From an optimization exercise on the open Yosys and OpenROAD flow, aimed at small area; shortcuts taken in it are not production practice.
In this exercise RTL edits were held to simulation tests only and were not proved equivalent to the original.
Power and IR drop assume default switching activity.

$ cat config.mk
export PLATFORM = sky130hd
export DESIGN_NAME = wb_commit_stage
export DESIGN_NICKNAME = wb_commit_stage
export VERILOG_FILES = /design/flow/design.v
export SDC_FILE = /design/flow/constraint.sdc
export NUM_CORES = 4
export LEC_CHECK = 0
export CAP_MARGIN = 20
export CORE_MARGIN = 2
export CORE_UTILIZATION = 55
export SLEW_MARGIN = 20
$ cat constraint.sdc
create_clock -name core_clock -period 6.0 [get_ports {clk}]
set_input_delay 1.2000 -clock core_clock [delete_from_list [all_inputs] [get_ports {clk}]]
set_output_delay 1.2000 -clock core_clock [all_outputs]
set_load 0.01 [all_outputs]
$ cat design.v
module wb_commit_stage #(
  parameter int NLANE = 2,
  parameter int XLEN  = 64,
  parameter int DEPTH = 8
) (
  input  logic                    clk,
  input  logic                    rst,
  input  logic                    in_valid,
  output logic                    in_ready,
  input  logic [NLANE-1:0]        in_lane_valid,
  input  logic [NLANE-1:0]        in_wb_en,
  input  logic [5*NLANE-1:0]      in_wd,
  input  logic [XLEN*NLANE-1:0]   in_data,
  input  logic [XLEN*NLANE-1:0]   in_pc,
  input  logic [32*NLANE-1:0]     in_instr,
  output logic [NLANE-1:0]        rf_we,
  output logic [5*NLANE-1:0]      rf_wa,
  output logic [XLEN*NLANE-1:0]   rf_wdata,
  output logic                    commit_valid,
  input  logic                    commit_ready,
  output logic                    commit_is_wb,
  output logic [4:0]              commit_wd,
  output logic [XLEN-1:0]         commit_data,
  output logic [XLEN-1:0]         commit_pc,
  output logic [31:0]             commit_instr,
  output logic [$clog2(DEPTH):0]  commit_count
);
  localparam int CW  = $clog2(DEPTH) + 1;
  localparam int MD  = DEPTH - 2;             
  localparam int MPW = $clog2(MD);
  localparam int MCW = $clog2(MD + 1);
  localparam int RW  = 1 + 5 + XLEN + XLEN + 32;   
  logic [RW-1:0]  stg0, stg1;
  logic           sv0, sv1;
  logic [RW-1:0]  mem [MD];
  logic [MPW-1:0] rdPtr, wrPtr, wrPtr1;
  logic [MCW-1:0] mcnt;
  logic accept, mEmpty, popDo, popM, s0k, s1k;
  logic [1:0] nmv;
  logic [MCW-1:0] mcntNext;
  logic [CW-1:0]  countNext;
  logic [1:0] qual;
  logic [RW-1:0] bank [2];
  logic [1:0]    selS0, selS1;
  logic [MD+1:0] hsel, hselNext;
  logic [MPW-1:0] rdPtrNext;
  logic          sv0Next, sv1Next;
  function automatic logic [MPW-1:0] ptrAdd(input logic [MPW-1:0] p, input logic [1:0] n);
    logic [MPW:0] s;
    s = {1'b0, p} + {{(MPW-1){1'b0}}, n};
    if (s >= MD) s = s - MD;
    ptrAdd = s[MPW-1:0];
  endfunction
  assign accept = in_valid && in_ready;
  assign mEmpty = (mcnt == '0);
  assign commit_valid = !mEmpty || sv0 || sv1;
  assign popDo  = commit_valid && commit_ready;
  assign popM   = popDo && !mEmpty;
  assign s0k    = sv0 && !(popDo && mEmpty);
  assign s1k    = sv1 && !(popDo && mEmpty && !sv0);
  assign nmv    = accept ? (2'(s0k) + 2'(s1k)) : 2'd0;
  assign mcntNext  = mcnt - MCW'(popM) + MCW'(nmv);
  assign countNext = CW'(mcntNext) + (accept ? CW'(in_lane_valid[0]) + CW'(in_lane_valid[1])
                                             : CW'(s0k) + CW'(s1k));
  assign wrPtr1 = ptrAdd(wrPtr, 2'd1);
  assign rdPtrNext = popM ? ptrAdd(rdPtr, 2'd1) : rdPtr;
  assign sv0Next = accept ? in_lane_valid[0] : s0k;
  assign sv1Next = accept ? in_lane_valid[1] : s1k;
  always_comb begin
    for (int e = 0; e < MD; e++) hselNext[e] = (mcntNext != '0) && (rdPtrNext == MPW'(e));
    hselNext[MD]   = (mcntNext == '0) && sv0Next;
    hselNext[MD+1] = (mcntNext == '0) && !sv0Next;
  end
  assign qual[0] = in_lane_valid[0] && in_wb_en[0] && (in_wd[4:0] != 5'd0);
  assign qual[1] = in_lane_valid[1] && in_wb_en[1] && (in_wd[9:5] != 5'd0);
  always_ff @(posedge clk or posedge rst) begin
    if (rst) begin
      rdPtr    <= '0;
      wrPtr    <= '0;
      mcnt     <= '0;
      sv0      <= 1'b0;
      sv1      <= 1'b0;
      hsel     <= '0;
      in_ready <= 1'b0;
      rf_we    <= '0;
    end else begin
      mcnt     <= mcntNext;
      rdPtr    <= rdPtrNext;
      wrPtr    <= ptrAdd(wrPtr, nmv);
      sv0      <= sv0Next;
      sv1      <= sv1Next;
      hsel     <= hselNext;
      in_ready <= (DEPTH - int'(countNext)) >= NLANE;
      rf_we    <= accept ? {qual[1], qual[0] && !(qual[1] && in_wd[9:5] == in_wd[4:0])} : 2'b00;
    end
  end
  always_ff @(posedge clk) begin
    if (accept) begin
      stg0 <= {in_wb_en[0] && (in_wd[4:0] != 5'd0), in_wd[4:0],
               in_data[XLEN-1:0], in_pc[XLEN-1:0], in_instr[31:0]};
      stg1 <= {in_wb_en[1] && (in_wd[9:5] != 5'd0), in_wd[9:5],
               in_data[2*XLEN-1:XLEN], in_pc[2*XLEN-1:XLEN], in_instr[63:32]};
    end
  end
  always_comb begin
    for (int b = 0; b < 2; b++) begin
      selS0[b] = s0k && (wrPtr[0] == b[0]);
      selS1[b] = s1k && ((wrPtr[0] ^ s0k) == b[0]);
      bank[b]  = {RW{selS0[b]}} & stg0 | {RW{selS1[b]}} & stg1;
    end
  end
  always_ff @(posedge clk) begin
    for (int e = 0; e < MD; e++) begin
      if (accept && ((MPW'(e) == wrPtr && (s0k || s1k)) || (MPW'(e) == wrPtr1 && s0k && s1k)))
        mem[e] <= bank[e % 2];
    end
  end
  logic [RW-1:0] head;
  always_comb begin
    head = {RW{hsel[MD]}} & stg0 | {RW{hsel[MD+1]}} & stg1;
    for (int e = 0; e < MD; e++) head = head | ({RW{hsel[e]}} & mem[e]);
  end
  assign {commit_is_wb, commit_wd, commit_data, commit_pc, commit_instr} = head;
  assign commit_count = CW'(mcnt) + CW'(sv0) + CW'(sv1);
  assign rf_wa    = {stg1[RW-2 -: 5], stg0[RW-2 -: 5]};
  assign rf_wdata = {stg1[RW-7 -: XLEN], stg0[RW-7 -: XLEN]};
endmodule
$ cat flow/run.sh
#!/bin/bash
# The standard ORFS flow (standard.sh) with three changes:
#  * synthesis is synth_recipe.tcl unchanged except that ABC maps with an
#    area-oriented script (flow/synth_area.tcl, flow/area.abc);
#  * port buffers use the smallest buffer, sky130_fd_sc_hd__buf_1;
#  * CTS clusters up to 16 sinks per leaf buffer with clkbuf_4/clkbuf_8 and
#    inserts no dummy loads.
# Synthesis output goes to synth.log, the rest of the flow to standard.log;
# ORFS keeps per-step logs in orfs/logs.
set -euo pipefail
W=$(pwd)
export BUFFER_PORTS_ARGS="-buffer_cell sky130_fd_sc_hd__buf_1"
export CTS_ARGS="-sink_clustering_enable -repair_clock_nets -dont_use_dummy_load -buf_list {sky130_fd_sc_hd__clkbuf_4 sky130_fd_sc_hd__clkbuf_8} -sink_clustering_size 16 -sink_clustering_max_diameter 80"
export AREA_ABC_SCRIPT=$W/flow/area.abc
export FLOW_SYNTH_TCL=$W/synth_recipe.tcl
# Same make call as standard.sh, but with our synthesis script, for the synth target.
MAKEARGS=$(grep -o 'make -C .*' standard.sh | sed -e 's/ "\${@:-finish}"$//' -e "s#SYNTH_SCRIPT=[^ ]*#SYNTH_SCRIPT=$W/flow/synth_area.tcl#")
eval "$MAKEARGS synth" > synth.log 2>&1
bash standard.sh > standard.log 2>&1
$ cat flow/area.abc
strash
&get -n
&st
&synch2
&nf -a
&st
&dch
&nf -a
&st
&dch -f
&nf -a -R 1000
&put
$ cat flow/synth_area.tcl
# The standard flow's synthesis script (synth_recipe.tcl) with one change: ABC maps with an
# area-oriented script (flow/area.abc) instead of ORFS's abc_speed.script.
proc abc {args} {
  set i [lsearch -exact $args -script]
  if {$i >= 0} { set args [lreplace $args [expr $i+1] [expr $i+1] $::env(AREA_ABC_SCRIPT)] }
  yosys abc {*}$args
}
source $::env(FLOW_SYNTH_TCL)
$ cat standard.sh
#!/bin/bash
# synth_recipe.tcl (not shown) runs the flow's synth.tcl, then flattens the netlist and writes it again
# the make line also repeats each setting of config.mk as NAME=value (left out here)
make -C /OpenROAD-flow-scripts/flow DESIGN_CONFIG=/design/flow/config.mk WORK_HOME=/design/flow/orfs CLKGATE_MAP_FILE= SYNTH_SCRIPT=/design/flow/synth_recipe.tcl "${@:-finish}"
==> results of run 1 <==
[state kept, by name, indices dropped and copies added (netlist names)]
name      flops
mem         996
stg0        166
stg1        166
hsel          8
mcnt          3
rdPtr         3
wrPtr         3
rf_we         2
in_ready      1
sv0           1
sv1           1
[area by class of cell]
| cell class | instances | area (um2) |
|---|---|---|
| flip-flops and latches | 1350 | 40460 |
| fillers | 6880 | 35650 |
| multi-input cells | 1185 | 9477 |
| repair buffers | 707 | 3212 |
| well taps | 1243 | 1555 |
| clock buffers | 94 | 1294 |
| inverters | 28 | 121.4 |
| diodes | 12 | 30.03 |
[where the power goes]
| part | internal (mW) | switching, mW | leakage, nW | total, mW |
|---|---|---|---|---|
| Sequential | 12.7 | 0.912 | 12.7 | 13.6 |
| Combinational | 2.63 | 6.00 | 4.30 | 8.63 |
| Clock | 1.41 | 2.73 | 0.676 | 4.14 |
[cell usage in the layout (no fill, tap or decap), types with 3 or more instances in the layout]
cell type and n:
a21oi_1 4, xor2_1 8, a221oi_1 12, nand4_1 53
nor2_1 15, clkbuf_8 94, fa_1 4, dfrtp_1 14
clkinv_1 27, xnor2_1 3, a22oi_1 209, or4_1 3
nand3_1 119, buf_1 649, diode_2 12, nand2_1 77
nor4_1 4, edfxtp_1 1328, nor3_1 7, buf_4 32
a222oi_1 268, o21ai_0 8, a22o_1 344, buf_12 24
nand2b_1 3, ha_1 20, dfrtp_4 8, nor2_4 7
[per-layer routing]
metal  GRT usage (%)  vias up
li1                -    13170
met1           42.03    16150
met2           50.65     2174
met3           6.603      272
met4           10.78       10
met5               0        -
[cell families after synthesis]
group / count (synthesis) / share of synthesized area [%]
flip-flops: 1350 / 79.32
adder cells (fa/ha/maj): 26 / 0.6972
multiplexers: 1 / 0.01964
XOR/XNOR: 11 / 0.1890
AND/OR/NAND/NOR: 294 / 2.821
buffers and inverters: 166 / 2.239
AO/OA/AOI/OAI: 853 / 14.71
[path summary, 6_finish.rpt]
path / slack (ns) / startpoint / cells after the start / endpoint
max: 1.52 / hsel[7] / 4 / commit_instr[13]
min: 0.46 / rst / 2 / sv0
max reg2reg: 1.59 / mcnt[1] / 18 / in_ready
min reg2reg: 0.62 / mcnt[0] / 1 / mcnt[0]
max in group asynchronous: 5.05 / rst / 2 / hsel[2]
min in group core_clock: 0.59 / in_pc[16] / 1 / stg0[48]
[stage by stage]
step           total power [mW]  std cells
2_1_floorplan             18.59       2701
3_3_place_gp              22.15       4511
4_1_cts                   26.39       4605
5_1_grt                   27.40       4618
3_5_place_dp              22.37       4511
6_report                  26.35       4619
==> impl_metrics.json, run 1 <==
{
  "async_flop_share_pct": 1.630,
  "placed_area_mm2": 0.05477,
  "drtIter0Drc": 5560,
  "synth_edf_count": 1328,
  "required_ns": 4.80,
  "root_buffer": "clkbuf_8",
  "crit_buf_inv": 2,
  "yosys-top-cells-area": "edfxtp_1 (78%), a22o_1 (5.9%), a222oi_1 (5.3%), a22oi_1 (3.1%), buf_4 (2.0%)",
  "hpwl_um": 81660,
  "crit_fanout": 50,
  "stdcell_area_mm2": 0.05615,
  "synth_most_common_cell": "edfxtp_1",
  "worst_path_max_delay_cell": "dfrtp_4",
  "num_rows": 111,
  "wl_met3_um": 17070,
  "grt_pass1_vias": 32920,
  "tightest_slew_ns": 1.092,
  "antenna_found_initial": 17,
  "cts_sinks": 1350,
  "io_buffers": 649,
  "clk_path_buf_depth": 3,
  "status": "finished clean",
  "yosysTopAreaCell": "edfxtp_1",
  "grt_pass1_wl_um": 216300,
  "cts-resized-gates": 0,
  "relSlewSlack_pct": 27.20,
  "grt_overflow": 0,
  "utilization_pct": 61.16,
  "worst_hold_slack_ns": 0.4581,
  "drive_above_1_share_pct": 5.083,
  "synth-seq-area-share_pct": 79.32,
  "die_h_um": 308.4,
  "ys_warn_count": 3,
  "wl_met1_um": 55070,
  "core_mm2": 0.09180,
  "cts_hold_buffers": 0,
  "synth_area_per_cell_um2": 18.87,
  "clk_pin_slew_ns": 0.10,
  "yosysUniqueCellTypes": 34,
  "fin_skew_ns": 0.07128,
  "die_w_um": 308.4,
  "insertion_delay_ns": 0.77,
  "finalWorstSetupSlack_ns": 1.515,
  "startpoint_type": "flop",
  "ys.flop_type": "edfxtp_1",
  "cp-end-kind": "output port",
  "setup_viol": 0,
  "yosysTopAreaCellShare_pct": 78.24,
  "hold_class": "input port to asynchronous set/reset pin",
  "rsz0062_at_grt": "false",
  "post-cts-setup-buffers": 0,
  "slowest_delay_ns": 1.01,
  "synthTopCellsByCount": "edfxtp_1 (1,328), a22o_1 (344), a222oi_1 (268)",
  "period_needed_ns": 4.485,
  "cap_viol_max_count": 0,
  "cts_buffers": 94,
  "area_growth_pct": 10.17,
  "htree_num_levels": 3,
  "routed_wl_um": 150500,
  "gr-usage-all-layers_pct": 31.15,
  "crit_family": "flip-flops",
  "synth_nets": 3065,
  "power.density_mw_per_mm2": 469.3,
  "pre_cts_slack_ns": 1.072,
  "io_pins": 650,
  "finalHoldViolations": 0,
  "vdd_drop_max_mv": 0.3951,
  "drv_slew": 0,
  "vias_per_cell": 6.877,
  "crit_arrival_ns": 3.28,
  "grt_max_degree": 138,
  "die-area_mm2": 0.09512,
  "synth_seq_cells": 1350,
  "synth_cells": 2701,
  "fin_crit_sh_pct": 74.75,
  "syn_area_mm2": 0.05097,
  "final_antenna_net_count": 0,
  "vias": 31770,
  "drc": 0,
  "top_layer": "met5",
  "nNetsFinal": 3730,
  "tns_ns": 0,
  "fmax_mhz": 223.0,
  "cts_tree": "done",
  "path_class": "flop to output port",
  "place_congestion": 0.8402,
  "leakage_nw": 17.69,
  "initial_core_util_pct": 55.52,
  "routedWlPerCell_um": 32.58,
  "crit_path_cell_trace": "buf_4 > a222oi_1 > nand3_1 > buf_1",
  "met2_length_um": 73620,
  "firstDrtPassIters": 9
}
==> run 2, diff against run 1 <==
--- a/design.v
+++ b/design.v
@@ -34,5 +34,5 @@
   logic           sv0, sv1;
   logic [RW-1:0]  mem [MD];
-  logic [MPW-1:0] rdPtr, wrPtr, wrPtr1;
+  logic [MPW-1:0] wrPtr, wrPtr1;
   logic [MCW-1:0] mcnt;
   logic accept, mEmpty, popDo, popM, s0k, s1k;
@@ -44,9 +44,9 @@
   logic [1:0]    selS0, selS1;
   logic [MD+1:0] hsel, hselNext;
-  logic [MPW-1:0] rdPtrNext;
+  logic [MD-1:0] rdOHNext;
   logic          sv0Next, sv1Next;
   function automatic logic [MPW-1:0] ptrAdd(input logic [MPW-1:0] p, input logic [1:0] n);
     logic [MPW:0] s;
-    s = {1'b0, p} + {{(MPW-1){1'b0}}, n};
+    s = {1'b0, p} + n;
     if (s >= MD) s = s - MD;
     ptrAdd = s[MPW-1:0];
@@ -64,9 +64,12 @@
                                              : CW'(s0k) + CW'(s1k));
   assign wrPtr1 = ptrAdd(wrPtr, 2'd1);
-  assign rdPtrNext = popM ? ptrAdd(rdPtr, 2'd1) : rdPtr;
+  always_comb begin
+    for (int e = 0; e < MD; e++)
+      rdOHNext[e] = mEmpty ? (wrPtr == MPW'(e)) : popM ? hsel[(e + MD - 1) % MD] : hsel[e];
+  end
   assign sv0Next = accept ? in_lane_valid[0] : s0k;
   assign sv1Next = accept ? in_lane_valid[1] : s1k;
   always_comb begin
-    for (int e = 0; e < MD; e++) hselNext[e] = (mcntNext != '0) && (rdPtrNext == MPW'(e));
+    for (int e = 0; e < MD; e++) hselNext[e] = (mcntNext != '0) && rdOHNext[e];
     hselNext[MD]   = (mcntNext == '0) && sv0Next;
     hselNext[MD+1] = (mcntNext == '0) && !sv0Next;
@@ -76,5 +79,4 @@
   always_ff @(posedge clk or posedge rst) begin
     if (rst) begin
-      rdPtr    <= '0;
       wrPtr    <= '0;
       mcnt     <= '0;
@@ -86,5 +88,4 @@
     end else begin
       mcnt     <= mcntNext;
-      rdPtr    <= rdPtrNext;
       wrPtr    <= ptrAdd(wrPtr, nmv);
       sv0      <= sv0Next;
@@ -106,5 +107,5 @@
     for (int b = 0; b < 2; b++) begin
       selS0[b] = s0k && (wrPtr[0] == b[0]);
-      selS1[b] = s1k && ((wrPtr[0] ^ s0k) == b[0]);
+      selS1[b] = s1k && ((s0k ? wrPtr1[0] : wrPtr[0]) == b[0]);
       bank[b]  = {RW{selS0[b]}} & stg0 | {RW{selS1[b]}} & stg1;
     end
==> run 2 against run 1 <==
Net effect:
- still clean on timing, DRC and antenna
- worst hold slack got worse by 0.024 ns
- synthesized cell count fell by 0.59%
- non-clock buffer count rose by 8
- setup slack got worse by 0.021 ns
- critical path type unchanged
- critical endpoint is now commit_pc[4]
==> impl_metrics.json, run 2 <==
{
  "rr_startpoint": "mcnt[1]",
  "htree_num_levels": 3,
  "cap_viol_max_count": 0,
  "reg2regPathDepth": 19,
  "path_class": "flop to output port",
  "drive_above_1_share_pct": 5.334,
  "post-cts-setup-buffers": 0,
  "syn_area_mm2": 0.05087,
  "hpwl_um": 85410,
  "reg2reg_to": "in_ready",
  "initial_core_util_pct": 55.49,
  "met2_length_um": 73980,
  "synth_area_per_cell_um2": 18.95,
  "wl_met3_um": 16990,
  "synth_most_common_cell": "edfxtp_1",
  "io_pins": 650,
  "grt_max_degree": 160,
  "die-area_mm2": 0.09493,
  "power.density_mw_per_mm2": 479.5,
  "core_mm2": 0.09166,
  "cts_buffers": 94,
  "area_growth_pct": 10.12,
  "synth_nets": 3047,
  "crit_buf_inv": 2,
  "rsz0062_at_grt": "false",
  "layout.cells.non_filler": 4555,
  "antenna_found_initial": 15,
  "vdd_drop_max_mv": 0.3987,
  "regMostFlops": "mem",
  "routed_wl_um": 152300,
  "grt_pass1_vias": 32430,
  "cts-resized-gates": 0,
  "finalWorstSetupSlack_ns": 1.494,
  "leakage_nw": 17.65,
  "root_buffer": "clkbuf_8",
  "synth_edf_count": 1328,
  "reg.largest.list": "mem (996), stg0 (166), stg1 (166)",
  "setup_viol": 0,
  "largest_reg_flops": 996,
  "synthTopCellsByCount": "edfxtp_1 (1,328), a22o_1 (332), a222oi_1 (277)",
  "yosysUniqueCellTypes": 35,
  "placed_cells": 4448,
  "routedWlPerCell_um": 33.43,
  "tightest_slew_ns": 1.126,
  "firstDrtPassIters": 7,
  "pre_cts_slack_ns": 0.8629,
  "clk_pin_slew_ns": 0.10,
  "period_needed_ns": 4.506,
  "async_flop_share_pct": 1.411,
  "most-common-layout-cells": "edfxtp_1 (1,328), buf_1 (649), a22o_1 (332)",
  "clk_path_buf_depth": 3,
  "synth_cells": 2685,
  "yosysTopAreaCell": "edfxtp_1",
  "status": "finished clean",
  "num_rows": 111,
  "vias_per_cell": 7.033,
  "place_congestion": 0.8483,
  "drv_slew": 0,
  "top_layer": "met5",
  "die_h_um": 308.1,
  "grt_pass1_wl_um": 217100,
  "utilization_pct": 61.11,
  "mostFrequentLayoutCell": "edfxtp_1",
  "synth-seq-area-share_pct": 79.33,
  "gr-usage-all-layers_pct": 31.36,
  "power_mw": 26.86,
  "final_antenna_net_count": 0,
  "ys.flop_type": "edfxtp_1",
  "io_buffers": 649,
  "worst_path_max_delay_cell": "dfrtp_4",
  "r2r_slack_ns": 1.59,
  "wl_met1_um": 56930,
  "crit_path_cell_trace": "buf_4 > a222oi_1 > nand3_1 > buf_1",
  "insertion_delay_ns": 0.80,
  "slowest_delay_ns": 1.09,
  "crit_fanout": 61,
  "yosysTopAreaCellShare_pct": 78.40,
  "hold_class": "input port to asynchronous set/reset pin",
  "fin_crit_sh_pct": 75.10,
  "fmax_mhz": 221.9,
  "cts_sinks": 1347,
  "tns_ns": 0,
  "grt_overflow": 0,
  "synth_seq_cells": 1347,
  "cts_hold_buffers": 0,
  "drc": 0,
  "required_ns": 4.80,
  "nNetsFinal": 3720,
  "cp-end-kind": "output port",
  "vias": 32040,
  "fin_skew_ns": 0.08318,
  "yosys-top-cells-area": "edfxtp_1 (78%), a22o_1 (5.7%), a222oi_1 (5.5%), a22oi_1 (3.3%), buf_4 (2.0%)",
  "startpoint_type": "flop",
  "finalHoldViolations": 0,
  "crit_family": "flip-flops",
  "relSlewSlack_pct": 24.91,
  "die_w_um": 308.1,
  "cts_tree": "done",
  "crit_arrival_ns": 3.31,
  "ys_warn_count": 3,
  "drtIter0Drc": 5607
}
[run 2: cell count changes after synthesis, sizes merged, moves of 4 or more]
cell | before | now
a31oi | 0 | 4
a222oi | 268 | 277
clkinv | 28 | 24
mux2i | 1 | 7
nand2 | 77 | 67
a221oi | 12 | 0
nor3 | 7 | 3
nor2 | 22 | 17
a22oi | 209 | 221
a22o | 344 | 332
[run 2: worst register-to-register path, cell delays in order (launching register included)]
cell      delay (ns)
dfrtp_1         0.43
nor3_1          0.20
buf_4           0.18
nand2_1         0.07
o21ai_0         0.14
buf_4           0.16
ha_1            0.24
nand2_1         0.09
ha_1            0.24
clkinv_1        0.05
ha_1            0.14
clkinv_1        0.09
fa_1            0.54
clkinv_1        0.12
ha_1            0.31
clkinv_1        0.06
ha_1            0.21
fa_1            0.43
xor2_1          0.16
or4_1           0.42
[run 2: cell type report]
type	count	area, um2
Inverter	24	102.6
Sequential cell	1347	40380
Antenna cell	13	32.53
Fill cell	6825	35650
Timing Repair Buffer	715	3244
Tap cell	1186	1484
Clock buffer	94	1294
Multi-Input combinational cell	1176	9475
[run 2: logic make-up (layout without fill, tap and decap cells)]
family | after synthesis | count (layout) | synth area share, %
flip-flops | 1347 | 1347 | 79.33
AO/OA/AOI/OAI | 859 | 859 | 14.80
AND/OR/NAND/NOR | 276 | 276 | 2.693
buffers and inverters | 162 | 833 | 2.214
adder cells (fa/ha/maj) | 24 | 24 | 0.6494
XOR/XNOR | 10 | 10 | 0.1722
multiplexers | 7 | 7 | 0.1377
other | 0 | 13 | 0
[run 2: worst max path at each step]
stage / startpoint / end / slack [ns] / cells past startpoint
final: hsel[4] / commit_pc[4] / 1.49 / 4
after global routing: mcnt[1] / in_ready / 1.23 / 19
after CTS: hsel[4] / commit_pc[4] / 1.54 / 4
after detailed placement: commit_ready / in_ready / 0.86 / 19
after global placement: commit_ready / in_ready / 0.90 / 19
after floorplan: in_valid / in_ready / -0.65 / 15
[run 2: metal layers]
layer / vias to the layer above / global-route usage [%]
li1: 13170 / -
met1: 16320 / 43.49
met2: 2301 / 51.20
met3: 243 / 5.229
met4: 2 / 10.01
met5: - / 0
[run 2: where the power goes]
part / total, mW / leakage [nW] / switching [mW] / internal, mW
combinational: 9.04 / 4.30 / 6.28 / 2.76
clock: 4.13 / 0.676 / 2.73 / 1.40
sequential: 13.7 / 12.7 / 1.06 / 12.6
[run 2: per-stage QoR]
stage | instance area (um2) | hold slack [ns]
6_report | 56020 | 0.4340
2_1_floorplan | 50920 | 0.5925
5_1_grt | 56010 | 0.4498
3_5_place_dp | 54690 | 0.6330
3_3_place_gp | 54690 | 0.6196
4_1_cts | 55980 | 0.3973
==> run 3, diff against run 2 <==
--- a/config.mk
+++ b/config.mk
@@ -8,4 +8,4 @@
 export CAP_MARGIN = 20
 export CORE_MARGIN = 2
-export CORE_UTILIZATION = 55
+export CORE_UTILIZATION = 62
 export SLEW_MARGIN = 20
==> run 3 against run 2 <==
Net effect:
- worst hold slack better by 0.018 ns
- wire length is 3.2% lower
- first-iteration DRC count fell by 6.0%
- global-route usage rose by 2.9 points
- sequential power barely moved
- final area down 0.14%
- sequential share of layout area is 0.10 points higher
- via count grew 0.86%
- utilization up 7.3 points
- combinational power about the same
==> impl_metrics.json, run 3 <==
{
  "tns_ns": 0,
  "antenna_found_initial": 31,
  "synth_area_per_cell_um2": 18.95,
  "layout.cells.non_filler": 4454,
  "regArea_mm2": 0.04038,
  "grt_overflow": 0,
  "period_needed_ns": 4.906,
  "synth_edf_count": 1328,
  "yosys-top-cells-area": "edfxtp_1 (78%), a22o_1 (5.7%), a222oi_1 (5.5%), a22oi_1 (3.3%), buf_4 (2.0%)",
  "die-area_mm2": 0.08435,
  "reg2reg_to": "in_ready",
  "finalHoldViolations": 0,
  "synth_cells": 2685,
  "placed_cells": 4334,
  "grt_pass1_wl_um": 213300,
  "htree_num_levels": 3,
  "multi_input_area_mm2": 0.009475,
  "tightest_slew_ns": 1.106,
  "gr-usage-all-layers_pct": 34.24,
  "routedWlPerCell_um": 33.10,
  "yosys.area_share.simple_pct": 2.693,
  "synth_compound_area_share_pct": 14.80,
  "cts_hold_buffers": 0,
  "cts_sinks": 1347,
  "post-cts-setup-buffers": 0,
  "die_w_um": 290.4,
  "cts-resized-gates": 0,
  "synthTopCellsByCount": "edfxtp_1 (1,328), a22o_1 (332), a222oi_1 (277)",
  "vias": 32310,
  "finalWorstSetupSlack_ns": 1.094,
  "grt_pass1_vias": 32970,
  "yosysTopAreaCell": "edfxtp_1",
  "synth-adder-area-share_pct": 0.6494,
  "synth_top_family_by_area": "compound AO/OA/AOI/OAI gates",
  "rsz0062_at_grt": "false",
  "die_h_um": 290.4,
  "drtIter0Drc": 5271,
  "relSlewSlack_pct": 26.10,
  "path_class": "flop to flop",
  "ys_warn_count": 3,
  "ys.flop_type": "edfxtp_1",
  "yosysUniqueCellTypes": 35,
  "core_mm2": 0.08172,
  "pre_cts_slack_ns": 0.8475,
  "io_pins": 650,
  "drive_above_1_share_pct": 5.418,
  "area_growth_pct": 9.969,
  "required_ns": 6.61,
  "mostFrequentLayoutCell": "edfxtp_1",
  "drv_slew": 0,
  "vdd_drop_max_mv": 0.3458,
  "crit_fanout": 8,
  "r2r_slack_ns": 1.09,
  "routed_wl_um": 147400,
  "most-common-layout-cells": "edfxtp_1 (1,328), buf_1 (649), a22o_1 (332)",
  "cap_viol_max_count": 0,
  "largest_reg_flops": 996,
  "synth_xor_area_share_pct": 0.1722,
  "initial_core_util_pct": 62.25,
  "cts_buffers": 94,
  "fin_skew_ns": 0.06696,
  "leakage_nw": 17.67,
  "firstDrtPassIters": 9,
  "hpwl_um": 83590,
  "fmax_mhz": 203.8,
  "nNetsFinal": 3723,
  "synth_most_common_cell": "edfxtp_1",
  "utilization_pct": 68.46,
  "final_antenna_net_count": 0,
  "synth_nets": 3047,
  "cp-end-kind": "flop",
  "startpoint_type": "flop",
  "reg.largest.list": "mem (996), stg0 (166), stg1 (166)",
  "syn_area_mm2": 0.05087,
  "power.density_mw_per_mm2": 477.9,
  "clk_path_buf_depth": 3,
  "regMostFlops": "mem",
  "synth_seq_cells": 1347,
  "cts_tree": "done",
  "drc": 0,
  "reg2regPathDepth": 18,
  "status": "finished clean",
  "insertion_delay_ns": 0.76,
  "synth-seq-area-share_pct": 79.33,
  "num_rows": 105,
  "vias_per_cell": 7.254,
  "yosysTopAreaCellShare_pct": 78.40,
  "clk_pin_slew_ns": 0.10,
  "synth_mux_area_share_pct": 0.1377,
  "io_buffers": 649,
  "place_congestion": 0.8592,
  "fin_crit_sh_pct": 81.77,
  "async_flop_share_pct": 1.411,
  "rr_startpoint": "mcnt[1]",
  "setup_viol": 0,
  "grt_max_degree": 130,
  "crit_arrival_ns": 5.52,
  "n_fill_cell": 5575,
  "root_buffer": "clkbuf_8",
  "hold_class": "input port to asynchronous set/reset pin"
}
[run 3: how the worst max path moves through the flow]
stage	startpoint	endpoint	slack, ns	cells after the start
floorplan	in_valid	in_ready	-0.65	15
global placement	commit_ready	in_ready	0.90	19
detailed placement	commit_ready	in_ready	0.85	19
CTS	mcnt[1]	in_ready	1.12	18
global route	mcnt[1]	in_ready	0.72	18
finish	mcnt[1]	in_ready	1.09	18
[run 3: worst max-delay path: stages, from the launching register on]
cell and delay (ns):
dfrtp_1 0.43, nor3_1 0.71, nand2_1 0.16, o21ai_0 0.19
buf_4 0.17, ha_1 0.24, nand2_1 0.09, ha_1 0.24
clkinv_1 0.05, ha_1 0.15, clkinv_1 0.10, fa_1 0.54
clkinv_1 0.12, ha_1 0.31, clkinv_1 0.06, ha_1 0.21
fa_1 0.43, xor2_1 0.16, or4_1 0.42
[run 3: stage by stage]
step	hold slack, ns	power (mW)	instance area, um2
after floorplan	0.5925	18.79	50920
after global placement	0.6176	22.44	54530
after detailed placement	0.6343	22.69	54550
after CTS	0.4164	26.66	55850
after global routing	0.4463	27.65	55930
final	0.4516	26.73	55940
[run 3: logic make-up (layout without fill, tap and decap cells)]
logic type                 Yosys count  count (layout)
AOI/OAI and AO/OA                  859             859
xor gates and xnor gates            10              10
and+or+nand+nor                    276             276
muxes                                7               7
buffers and inverters              162             836
adders and majority gates           24              24
DFF                               1347            1347
other                                0              25
[run 3: metal layers]
| layer | vias to the layer above | part of all wire [%] | track usage [%] |
|---|---|---|---|
| met4 | 18 | 3.5 | 13.42 |
| li1 | 13190 | - | - |
| met1 | 16330 | 35 | 45.78 |
| met2 | 2458 | 49 | 56.34 |
| met3 | 310 | 12 | 6.630 |
| met5 | - | 0.074 | 0 |
[run 3: layout make-up]
class	count	share of cell area, %
clock buffers	94	2.313
diodes	25	0.1118
inverters	24	0.1834
well taps	1070	2.393
repair buffers	718	5.867
multi-input cells	1176	16.94
flip-flops and latches	1347	72.19
[run 3: power breakdown]
| group | internal, mW | leakage (nW) | switching (mW) | total [mW] |
|---|---|---|---|---|
| Clock | 1.40 | 0.676 | 2.70 | 4.11 |
| Combinational | 2.78 | 4.32 | 6.23 | 9.01 |
| Sequential | 12.6 | 12.7 | 0.998 | 13.6 |
==> run 4, diff against run 3 <==
--- a/flow/run.sh
+++ b/flow/run.sh
@@ -4,5 +4,5 @@
 #    area-oriented script (flow/synth_area.tcl, flow/area.abc);
 #  * port buffers use the smallest buffer, sky130_fd_sc_hd__buf_1;
-#  * CTS clusters up to 16 sinks per leaf buffer with clkbuf_4/clkbuf_8 and
+#  * CTS clusters up to 18 sinks per leaf buffer with clkbuf_4/clkbuf_8 and
 #    inserts no dummy loads.
 # Synthesis output goes to synth.log, the rest of the flow to standard.log;
@@ -11,5 +11,5 @@
 W=$(pwd)
 export BUFFER_PORTS_ARGS="-buffer_cell sky130_fd_sc_hd__buf_1"
-export CTS_ARGS="-sink_clustering_enable -repair_clock_nets -dont_use_dummy_load -buf_list {sky130_fd_sc_hd__clkbuf_4 sky130_fd_sc_hd__clkbuf_8} -sink_clustering_size 16 -sink_clustering_max_diameter 80"
+export CTS_ARGS="-sink_clustering_enable -repair_clock_nets -dont_use_dummy_load -buf_list {sky130_fd_sc_hd__clkbuf_4 sky130_fd_sc_hd__clkbuf_8} -sink_clustering_size 18 -sink_clustering_max_diameter 80"
 export AREA_ABC_SCRIPT=$W/flow/area.abc
 export FLOW_SYNTH_TCL=$W/synth_recipe.tcl
--- a/config.mk
+++ b/config.mk
@@ -8,4 +8,4 @@
 export CAP_MARGIN = 20
 export CORE_MARGIN = 2
-export CORE_UTILIZATION = 62
+export CORE_UTILIZATION = 55
 export SLEW_MARGIN = 20
==> run 4 against run 3 <==
Net effect:
- still clean on timing, DRC and antenna
- setup slack improved by 0.39 ns
- synthesized cell count unchanged
- die area grew 13%
- utilization down 7.5 points
- area after synthesis unchanged
- non-clock buffer count is 3 lower
- clock power decreased by 3%
- fmax is 8.7% higher
- critical path depth shrank 14
- final area decreased by 0.10%
- critical path type is now flop to output port
- critical endpoint is now commit_pc[4]
- largest power group unchanged
==> impl_metrics.json, run 4 <==
{
  "period_needed_ns": 4.514,
  "async_flop_share_pct": 1.411,
  "worst_path_max_delay_cell": "dfrtp_4",
  "yosys-top-cells-area": "edfxtp_1 (78%), a22o_1 (5.7%), a222oi_1 (5.5%), a22oi_1 (3.3%), buf_4 (2.0%)",
  "clk_path_buf_depth": 3,
  "cts_buffers": 84,
  "hold_class": "input port to asynchronous set/reset pin",
  "fin_crit_sh_pct": 75.24,
  "synth_cells": 2685,
  "synth-seq-area-share_pct": 79.33,
  "crit_fanout": 61,
  "post-cts-setup-buffers": 0,
  "drc": 0,
  "power_mw": 26.68,
  "crit_path_cell_trace": "buf_4 > a222oi_1 > nand3_1 > buf_1",
  "synth_compound_area_share_pct": 14.80,
  "cts_sinks": 1347,
  "ys.flop_type": "edfxtp_1",
  "vdd_drop_max_mv": 0.3974,
  "yosysTopAreaCell": "edfxtp_1",
  "cts_tree": "done",
  "synth_seq_cells": 1347,
  "yosysTopAreaCellShare_pct": 78.40,
  "fmax_mhz": 221.5,
  "reg2reg_to": "in_ready",
  "synth_area_per_cell_um2": 18.95,
  "crit_arrival_ns": 3.31,
  "pre_cts_slack_ns": 0.8629,
  "routedWlPerCell_um": 33.45,
  "grt_overflow": 0,
  "synth_xor_area_share_pct": 0.1722,
  "initial_core_util_pct": 55.49,
  "reg.largest.list": "mem (996), stg0 (166), stg1 (166)",
  "power.density_mw_per_mm2": 477.5,
  "vias_per_cell": 7.073,
  "die_h_um": 308.1,
  "routed_wl_um": 152100,
  "synth_top_family_by_area": "compound AO/OA/AOI/OAI gates",
  "multi_input_area_mm2": 0.009475,
  "gr-usage-all-layers_pct": 31.34,
  "insertion_delay_ns": 0.78,
  "cp-end-kind": "output port",
  "ys_warn_count": 3,
  "yosysUniqueCellTypes": 35,
  "status": "finished clean",
  "synth-adder-area-share_pct": 0.6494,
  "clk_pin_slew_ns": 0.11,
  "vias": 32150,
  "syn_area_mm2": 0.05087,
  "die_w_um": 308.1,
  "place_congestion": 0.8483,
  "finalHoldViolations": 0,
  "final_antenna_net_count": 0,
  "finalWorstSetupSlack_ns": 1.486,
  "firstDrtPassIters": 9,
  "largest_reg_flops": 996,
  "leakage_nw": 17.58,
  "worst_hold_slack_ns": 0.4221,
  "drv_slew": 0,
  "tightest_slew_ns": 1.162,
  "antenna_found_initial": 17,
  "setup_viol": 0,
  "grt_pass1_wl_um": 216800,
  "crit_family": "flip-flops",
  "placed_area_mm2": 0.05469,
  "root_buffer": "clkbuf_8",
  "drive_above_1_share_pct": 5.051,
  "cap_viol_max_count": 0,
  "die-area_mm2": 0.09493,
  "reg2regPathDepth": 19,
  "r2r_slack_ns": 1.59,
  "relSlewSlack_pct": 22.56,
  "regArea_mm2": 0.04038,
  "area_growth_pct": 9.856,
  "synth_most_common_cell": "edfxtp_1",
  "htree_num_levels": 3,
  "slowest_delay_ns": 1.12,
  "cts_hold_buffers": 0,
  "synth_edf_count": 1328,
  "num_rows": 111,
  "grt_pass1_vias": 32300,
  "synthTopCellsByCount": "edfxtp_1 (1,328), a22o_1 (332), a222oi_1 (277)",
  "io_buffers": 649,
  "nNetsFinal": 3710,
  "yosys.area_share.simple_pct": 2.693,
  "required_ns": 4.80,
  "core_mm2": 0.09166,
  "n_fill_cell": 6834,
  "cp.depth": 4,
  "mostFrequentLayoutCell": "edfxtp_1",
  "path_class": "flop to output port",
  "drtIter0Drc": 5392,
  "rr_startpoint": "mcnt[1]",
  "synth_nets": 3047,
  "fin_skew_ns": 0.02791,
  "io_pins": 650,
  "startpoint_type": "flop",
  "stdcell_area_mm2": 0.05588,
  "rsz0062_at_grt": "false",
  "grt_max_degree": 160,
  "cts-resized-gates": 0,
  "synth_mux_area_share_pct": 0.1377,
  "most-common-layout-cells": "edfxtp_1 (1,328), buf_1 (649), a22o_1 (332)",
  "regMostFlops": "mem",
  "crit_buf_inv": 2,
  "hpwl_um": 85410
}
[run 4: cell counts after synthesis]
Identical to the previous run, type by type.
[run 4: area by class of cell]
class | instances | share of cell area [%]
Tap cell | 1186 | 2.655
Antenna cell | 14 | 0.06269
Inverter | 24 | 0.1836
Multi-Input combinational cell | 1176 | 16.96
Clock buffer | 84 | 2.069
Timing Repair Buffer | 715 | 5.806
Sequential cell | 1347 | 72.27
[run 4: logic make-up after synthesis]
family	after synthesis
multiplexers	7
buffers and inverters	162
adder cells (fa/ha/maj)	24
XOR/XNOR	10
AND/OR/NAND/NOR	276
flip-flops	1347
AO/OA/AOI/OAI	859
[run 4: power breakdown]
group / switching (mW) / internal [mW]
combinational: 6.26 / 2.77
clock: 2.70 / 1.26
sequential: 1.07 / 12.6
total: 10.0 / 16.7
[run 4: metrics by stage]
stage / util (%) / setup TNS [ns] / instances
2_1_floorplan: - / -447.91 / 2685
4_1_cts: 60.93 / 0 / 4532
5_1_grt: 60.96 / 0 / 4544
6_report: 60.96 / 0 / 4546
3_3_place_gp: 59.66 / 0 / 4448
3_5_place_dp: 59.66 / 0 / 4448
[run 4: worst max path at each step]
stage	startpoint	end	slack, ns
floorplan	in_valid	in_ready	-0.65
global placement	commit_ready	in_ready	0.90
detailed placement	commit_ready	in_ready	0.86
CTS	hsel[4]	commit_pc[4]	1.53
global route	mcnt[1]	in_ready	1.24
finish	hsel[4]	commit_pc[4]	1.49
[run 4: worst register-to-register path, stage by stage (launching register included)]
cell      delay [ns]
dfrtp_1         0.43
nor3_1          0.20
buf_4           0.18
nand2_1         0.07
o21ai_0         0.15
buf_4           0.16
ha_1            0.24
nand2_1         0.10
ha_1            0.24
clkinv_1        0.05
ha_1            0.14
clkinv_1        0.09
fa_1            0.54
clkinv_1        0.12
ha_1            0.31
clkinv_1        0.06
ha_1            0.21
fa_1            0.43
xor2_1          0.16
or4_1           0.42
[run 4: layer usage]
metal	GRT usage [%]	share of wire, %
met3	5.099	11
met4	10.43	2.8
met2	51.12	49
met5	0	0.036
met1	43.43	37

separate check: timing with driven ports:
No port has a modelled driver above. Below, the same layouts with a new extraction and two added sets of constraints.
Step 1, drivers: a clkbuf_16 drives clk and a buf_2 each remaining input, both assumed.
Step 2 moves the port delays by t, midway between the first and last clock arrival at a register: inputs arrive t later, outputs are due t later. That takes back most of the time a late clock gives input paths.
Slacks: no drivers / after step 1 / after step 2; pairs: no drivers / after step 1.
| run | t (ns) | slack for setup (ns) | hold WS [ns] | worst setup path after step 2 | worst data-port slew with drivers (ns) |
|---|---|---|---|---|---|
| run 1 | 0.806 | 1.515 / 1.446 / 1.029 | 0.458 / 0.410 / 0.619 | input to register | 0.16 |
| run 2 | 0.832 | 1.494 / 1.424 / 0.881 | 0.434 / 0.385 / 0.626 | input to register | 0.14 |
| run 3 | 0.790 | 1.094 / 1.094 / 0.862 | 0.452 / 0.408 / 0.658 | input to register | 0.14 |
| run 4 | 0.835 | 1.486 / 1.414 / 0.879 | 0.422 / 0.370 / 0.646 | input to register | 0.13 |
After both steps every run listed still meets setup and hold. For run 2, which loses most, drivers alone change the setup slack by -0.070 ns; drivers and shift together by -0.613 ns.
